Background: an optimization exercise with open tools, aiming at small area, a short achievable clock period and few clock cycles per item. Do not read the settings as production practice.
Function was checked by simulation only, so behaviour that the tests miss may differ from the original.

== build 82 ==
// wtm32
module wtm32 (
  input  wire logic        clk,
  input  wire logic        arst_n,
  input  wire logic        in_valid,
  input  wire logic [31:0] in_a,
  input  wire logic [31:0] in_b,
  output logic             in_ready,
  output logic             out_valid,
  output logic [63:0]      out_product,
  input  wire logic        credit_ret
);
For scale: roughly 130 I/O pins, about 29000 µm² of cells after synthesis.
==> flow/config.mk <==
export PLATFORM = sky130hd
export DESIGN_NAME = wtm32
export DESIGN_NICKNAME = wtm32
export VERILOG_FILES = /design/flow/design.v
export SDC_FILE = /design/flow/constraint.sdc
export NUM_CORES = 4
export LEC_CHECK = 0
export CAP_MARGIN = 20
export CORE_MARGIN = 2
export CORE_UTILIZATION = 68
export CTS_CLUSTER_DIAMETER = 60
export CTS_CLUSTER_SIZE = 30
export SETUP_SLACK_MARGIN = 4.5
export SLEW_MARGIN = 20
export SYNTH_HIERARCHICAL = 1
==> flow/constraint.sdc <==
create_clock -name core_clock -period 8.0 [get_ports {clk}]
set_input_delay 1.6000 -clock core_clock [delete_from_list [all_inputs] [get_ports {clk}]]
set_output_delay 1.6000 -clock core_clock [all_outputs]
set_load 0.01 [all_outputs]
standard.sh (not shown) runs the stock make flow with config.mk's settings and CLKGATE_MAP_FILE= SYNTH_SCRIPT=/design/flow/synth_recipe.tcl, a recipe that flattens the netlist after the stock synthesis.
==> flow/flow/run.sh <==
#!/bin/bash
# Own flow: the standard synthesis, then every combinational cell that
# synthesis sized above drive 1 is set back to drive 1 (hierarchical
# synthesis sizes each leaf module alone, without its real load), then
# the standard layout from floorplan to finish.  Timing repair in the
# layout steps upsizes again where a path needs it.  Every port still gets
# its own buffer, but a buf_1 rather than the default clkdlybuf4s50_1.
set -euo pipefail
bash standard.sh synth > synth_std.log 2>&1
R=orfs/results/${FLOW_PLATFORM}/wtm32/base
python3 flow/downsize.py "$R/1_2_yosys.v" > downsize.log 2>&1
rm -f "$R/1_synth.odb" "$R/1_synth.sdc"
export BUFFER_PORTS_ARGS="-buffer_cell sky130_fd_sc_hd__buf_1"
bash standard.sh > layout_std.log 2>&1
==> flow/flow/downsize.py <==
#!/usr/bin/env python3
"""Set combinational cells of a sky130hd netlist to drive strength 1.
Flip-flops, latches, buffers, clock cells and tie cells are left alone."""
import re, sys
path = sys.argv[1]
src = open(path).read()
KEEP = ('df', 'dl', 'sdf', 'edf', 'buf', 'clk', 'conb', 'tap', 'fill', 'decap', 'diode', 'dly', 'ha_', 'fa_')
import os
lib = os.path.join(os.environ.get('FLOW_HOME', '/OpenROAD-flow-scripts/flow'),
                   'platforms/sky130hd/lib/sky130_fd_sc_hd__tt_025C_1v80.lib')
cells = set(re.findall(r'cell \("sky130_fd_sc_hd__(\w+)"\)', open(lib).read()))
count = {}
def repl(m):
    base, size = m.group(1), m.group(2)
    name = base + '_' + size
    if size in ('0', '1') or name.startswith(KEEP) or (base + '_1') not in cells:
        return m.group(0)
    count[name] = count.get(name, 0) + 1
    return 'sky130_fd_sc_hd__' + base + '_1 '
out = re.sub(r'\bsky130_fd_sc_hd__([a-z0-9]+(?:_[a-z0-9]+)*?)_(\d+)\s', repl, src)
open(path, 'w').write(out)
for k, v in sorted(count.items()):
    print(k, '->', k.rsplit('_', 1)[0] + '_1', v)
Build 82: done, clean on timing, DRC and antenna
Testbench counts of build 82, summed over its fixed seeds: cycles 3,224, items 3,200.
## Diff of input files: build 68 against build 82
Settings: changing CORE_UTILIZATION from 68 to 40; changing SETUP_SLACK_MARGIN from 4.5 to 4.4; removing CTS_CLUSTER_SIZE (formerly 30); removing CTS_CLUSTER_DIAMETER (formerly 60).
==> comparison <==
Sort build 82 and build 68 by area of placed instances, descending, and build 68 comes first.
a_q[25]$_DFF_P_ as the origin of the worst setup path was reported by build 68, and bq_one[8]$_DFF_P_ by build 82.
On core area: build 68 sits above build 82.
Wire length of the first global-routing pass was higher in build 68 than in build 82.
Build 68 has less setup slack than build 82.
Run comparison: build 82 end point of the critical path cs_q[93]$_DFF_P_; build 68 end point of the critical path cs_q[64]$_DFF_P_
The critical path's largest stage delay reported for build 68 is smaller than that of build 82 by 0.09 ns.
All-layer global routing usage ended up 17 points lower on build 68 than on build 82.
Max post-detailed-route via-to-cell ratio across build 82 and build 68: build 82
Utilization after layout: lower on build 68
Looking only at total met3 wirelength after detailed routing, and setting everything else aside, the lower value of build 82 and build 68 goes to build 68.
Going from build 82 to build 68, count of non-filler cells in the finished layout rose by 425, minimum period implied by the final worst setup slack increased by 0.0050 ns relative to the old numbers.
The inputs of build 78 differ from those of build 68 as listed below.
Settings: CORE_UTILIZATION now 55, was 40; SETUP_SLACK_MARGIN now 4.5, was 4.4.
## What came out
Build 78 completed end to end with timing, DRC and antenna clean. Slack of the critical path: build 78 vs build 68 up 0.053 ns. Layout-stage area growth over the synthesis result: build 78 < build 68. Number of instances in the placed design shrinks by a little under 10% when moving from build 68 to build 78. The run with more routed wire is build 68, not build 78. Build 78 vs. build 68: total cell area at the placement stage shrank by 1.2%, global routing met1 resource utilization shows an increase of 16 points. Build 78 — fraction of standard cell area in multi-input logic 0.88 points higher, build 68 as reference. Number of optimization iterations in the first detailed-route pass came out lower on build 78 than on build 68. Of build 78 and build 68, it is build 78 that has the higher global-route met2 utilization.
Changes in build 29 relative to build 78:
Settings: changing CORE_UTILIZATION from 55 to 40; setting TNS_END_PERCENT to 0 for the first time; changing SETUP_SLACK_MARGIN from 4.5 to 4.8.
### Flow results
- In summary, build 29 completed successfully, with a layout that passed the timing, design-rule and antenna checks.
- For build 78, the worst setup path startpoint was a_q[25]$_DFF_P_, unlike build 29, where it was bq_one[2]$_DFF_P_.
- Max freq build 78 -> build 29: improved
- Per-cell routed wire length sits higher in build 29 than in build 78.
- In the reports for build 29 and build 78, the smaller via count belongs to build 78.
- Of the two values seen for slowest cell on the critical path, dfxtp_4 was produced by build 29 and fa_1 by build 78.
- Measured against each other, build 29 and build 78 differ in die area, the higher figure coming from build 29.
Input changes introduced in build 8 (baseline for comparison: build 29):
Settings: putting CTS_CLUSTER_SIZE at 35 where nothing was set; swapping 4.8 for 4.5 in SETUP_SLACK_MARGIN; clearing TNS_END_PERCENT, which used to be 0; swapping 40 for 68 in CORE_UTILIZATION; putting CTS_CLUSTER_DIAMETER at 80 where nothing was set.
### Flow results
Taking build 29 as the reference point, the floorplan core area of build 8 falls by 41%.
Of build 8 and build 29, the higher sequential cell area belongs to build 29.
Going from build 29 to build 8, worst hold margin grows by 0.018 ns.
Overall die height of build 8 falls short of that of build 29 by more than 10%.
| synthesis-to-layout area growth | lower: build 8 |
The wire length of the first global-routing pass number comes out higher for build 29 vs build 8.
Compared with build 29, build 8 has less setup slack.
Build 8 reports its critical-path cell with the highest stage delay as buf_4 while build 29 reports dfxtp_4.

wtm32 again, from the RTL that the note above started with.
clock: 8.0 ns
lec_check: 0
cap_margin: 20
core_margin: 2
core_utilization: 55
cts_cluster_diameter: 80
cts_cluster_size: 35
setup_slack_margin: 4.6
slew_margin: 20
synth_hierarchical: 1
tns_end_percent: 0
Scripts as last shown in full above: flow/flow/run.sh, flow/flow/downsize.py
Testbench counts at the start, summed over its fixed seeds: cycles 3,224, items 3,200.
==> next run, changes <==
Settings changed: CORE_UTILIZATION 55 to 40, CTS_CLUSTER_DIAMETER 80 to default, CTS_CLUSTER_SIZE 35 to default, TNS_END_PERCENT 0 to default.
What happened: Die area increases by well over a third; non-clock buffer count increases by 35; worst setup slack gains 0.15 ns; synthesized cell count is unchanged; global-route usage decreases by 10 points; via count increases by a few percent; critical path depth increases by 5.
==> next run, changes <==
Settings changed: CORE_UTILIZATION 40 to 55, CTS_CLUSTER_DIAMETER from default to 80, CTS_CLUSTER_SIZE from default to 35, SETUP_SLACK_MARGIN 4.6 to 4.5.
What happened:
- wire length decreases by 8.2%
- clock-buffer cell count decreases by 24
- global-route usage increases by 10 points
- sequential share of layout area increases by 0.88 points
- maximum frequency decreases by 2.2%
- synthesized area stays the same
- utilization increases by 15 points
- cell area decreases by about 4%
==> next run, changes <==
Settings changed: CORE_UTILIZATION 55 to 68, CTS_CLUSTER_DIAMETER 80 to default, CTS_CLUSTER_SIZE 35 to default.
Effect: Worst setup slack degrades by 0.029 ns; routed wire length came out lower by 4.8%; clock-buffer cell count came out higher by 24; final cell count came out lower by 3.3%; cell area came out lower by 0.31%; sequential cell count does not change; via count came out higher by 4.8%; synthesized area does not change.

## job 3749
Another version of the RTL of wtm32 (not shown whole).
Size: ~130 I/O pins, ~34000 um^2 of cells after synthesis.
clock: 8.0 ns
lec_check: 0
abc_clock_period_in_ps: 3500
cap_margin: 20
core_margin: 2
core_utilization: 40
setup_slack_margin: 4.5
slew_margin: 20
run.sh (not shown) runs the stock make flow with config.mk's settings and CLKGATE_MAP_FILE= SYNTH_SCRIPT=/design/flow/synth_recipe.tcl, a recipe that flattens the netlist after the stock synthesis.
Stock flow here: none of the scripts above is used.
Testbench counts of job 3749, summed over its fixed seeds: cycles 3,224, items 3,200.
The inputs of job 6543 differ from those of job 3749 as listed below.
Settings: ABC_CLOCK_PERIOD_IN_PS now 1500, was 3500.
Results
- Per the comparison of job 6543 with job 3749, placed wire-length estimate after detailed placement did not really move, via count comparable, global-route wire length before repair neither gained nor lost much, cell count comparable.
- Changes observed in job 6543 relative to job 3749: flip-flop and latch count ~0 delta, worst setup slack ~0 delta, share of the clock period used by the worst path ~0 delta, layout buffer count excluding clock buffers ~0 delta.
- Utilization after layout of job 3749 is on par with job 6543.

wtm32, a different RTL version from the one above (not shown whole).
Size in the first run: ~2,900 cells after synthesis, about 130 I/O pins, about 34,000 µm² of cells after synthesis.
==> flow/config.mk <==
export PLATFORM = sky130hd
export DESIGN_NAME = wtm32
export DESIGN_NICKNAME = wtm32
export VERILOG_FILES = /design/flow/design.v
export SDC_FILE = /design/flow/constraint.sdc
export NUM_CORES = 4
export LEC_CHECK = 0
export CAP_MARGIN = 20
export CORE_MARGIN = 2
export CORE_UTILIZATION = 40
export SETUP_SLACK_MARGIN = 4.8
export SLEW_MARGIN = 20
export SYNTH_HIERARCHICAL = 1
==> flow/constraint.sdc <==
create_clock -name core_clock -period 8.0 [get_ports {clk}]
set_input_delay 1.6000 -clock core_clock [delete_from_list [all_inputs] [get_ports {clk}]]
set_output_delay 1.6000 -clock core_clock [all_outputs]
set_load 0.01 [all_outputs]
Testbench counts at the start, summed over its fixed seeds: cycles 3,224, items 3,200.
==> next run, changes <==
--- a/flow/config.mk
+++ b/flow/config.mk
@@ -10,3 +10,2 @@
 export CORE_UTILIZATION = 40
-export SETUP_SLACK_MARGIN = 4.8
 export SLEW_MARGIN = 20
Effect:
- The new run completed without violations
- synthesized cell count does not change
- final cell count goes down by 3.9%
- via count goes down by 4.5%
- wire length goes down by 6.9%
- first-iteration DRC count goes down by 13%
- worst hold slack improves by 0.0077 ns
- critical path depth goes up by 1
- synthesized area is unchanged

-- port drivers added, routing unchanged --
The flow's constraints put no driver on any port. The routed layouts listed below were extracted and timed again, unchanged, in two steps.
Step 1 sets driving cells, clkbuf_16 on the clock port and buf_2 on the other inputs (assumed; they add their load-dependent delay and slew).
Step 2 times the ports against the registers' clock, not the clock port: input delays grow and output delays shrink by t, the midpoint of the rising clock arrivals with the driver on.
Three values: ideal ports, drivers, drivers and shift; two values: the first two.
run | t (ns) | setup WS [ns] | hold WS [ns] | latest minus earliest clock arrival (ns) | pins driven straight from the clock port
build 82 | 0.659 | 4.446 / 4.446 / 4.446 | 0.364 / 0.364 / 0.364 | 0.045 / 0.045 | 1
build 68 | 0.643 | 4.441 / 4.441 / 4.441 | 0.351 / 0.351 / 0.351 | 0.042 / 0.041 | 1
build 78 | 0.619 | 4.494 / 4.494 / 4.494 | 0.360 / 0.360 / 0.360 | 0.017 / 0.017 | 1
build 29 | 0.635 | 4.605 / 4.605 / 4.605 | 0.351 / 0.351 / 0.351 | 0.035 / 0.035 | 1
build 8 | 0.640 | 4.457 / 4.457 / 4.457 | 0.369 / 0.369 / 0.369 | 0.052 / 0.052 | 1
the first run of note 2 | 0.661 | 4.426 / 4.426 / 4.426 | 0.367 / 0.367 / 0.367 | 0.033 / 0.033 | 1
the second run of note 2 | 0.643 | 4.575 / 4.575 / 4.575 | 0.353 / 0.353 / 0.353 | 0.037 / 0.037 | 1
the third run of note 2 | 0.657 | 4.497 / 4.497 / 4.497 | 0.367 / 0.367 / 0.367 | 0.037 / 0.037 | 1
the fourth run of note 2 | 0.631 | 4.468 / 4.468 / 4.468 | 0.365 / 0.365 / 0.365 | 0.025 / 0.025 | 1
job 3749 | 0.650 | 4.005 / 4.005 / 4.005 | 0.348 / 0.348 / 0.348 | 0.016 / 0.016 | 1
job 6543 | 0.650 | 4.005 / 4.005 / 4.005 | 0.348 / 0.348 / 0.348 | 0.016 / 0.016 | 1
the first run of note 4 | 0.669 | 4.835 / 4.805 / 4.770 | 0.350 / 0.350 / 0.350 | 0.033 / 0.033 | 1
the second run of note 4 | 0.663 | 4.262 / 4.262 / 4.262 | 0.358 / 0.358 / 0.358 | 0.028 / 0.028 | 1
After both steps setup and hold are still met in every run listed. The setup slack of the first run of note 4, which loses most, moves by -0.030 ns with the drivers and by -0.065 ns with both steps.
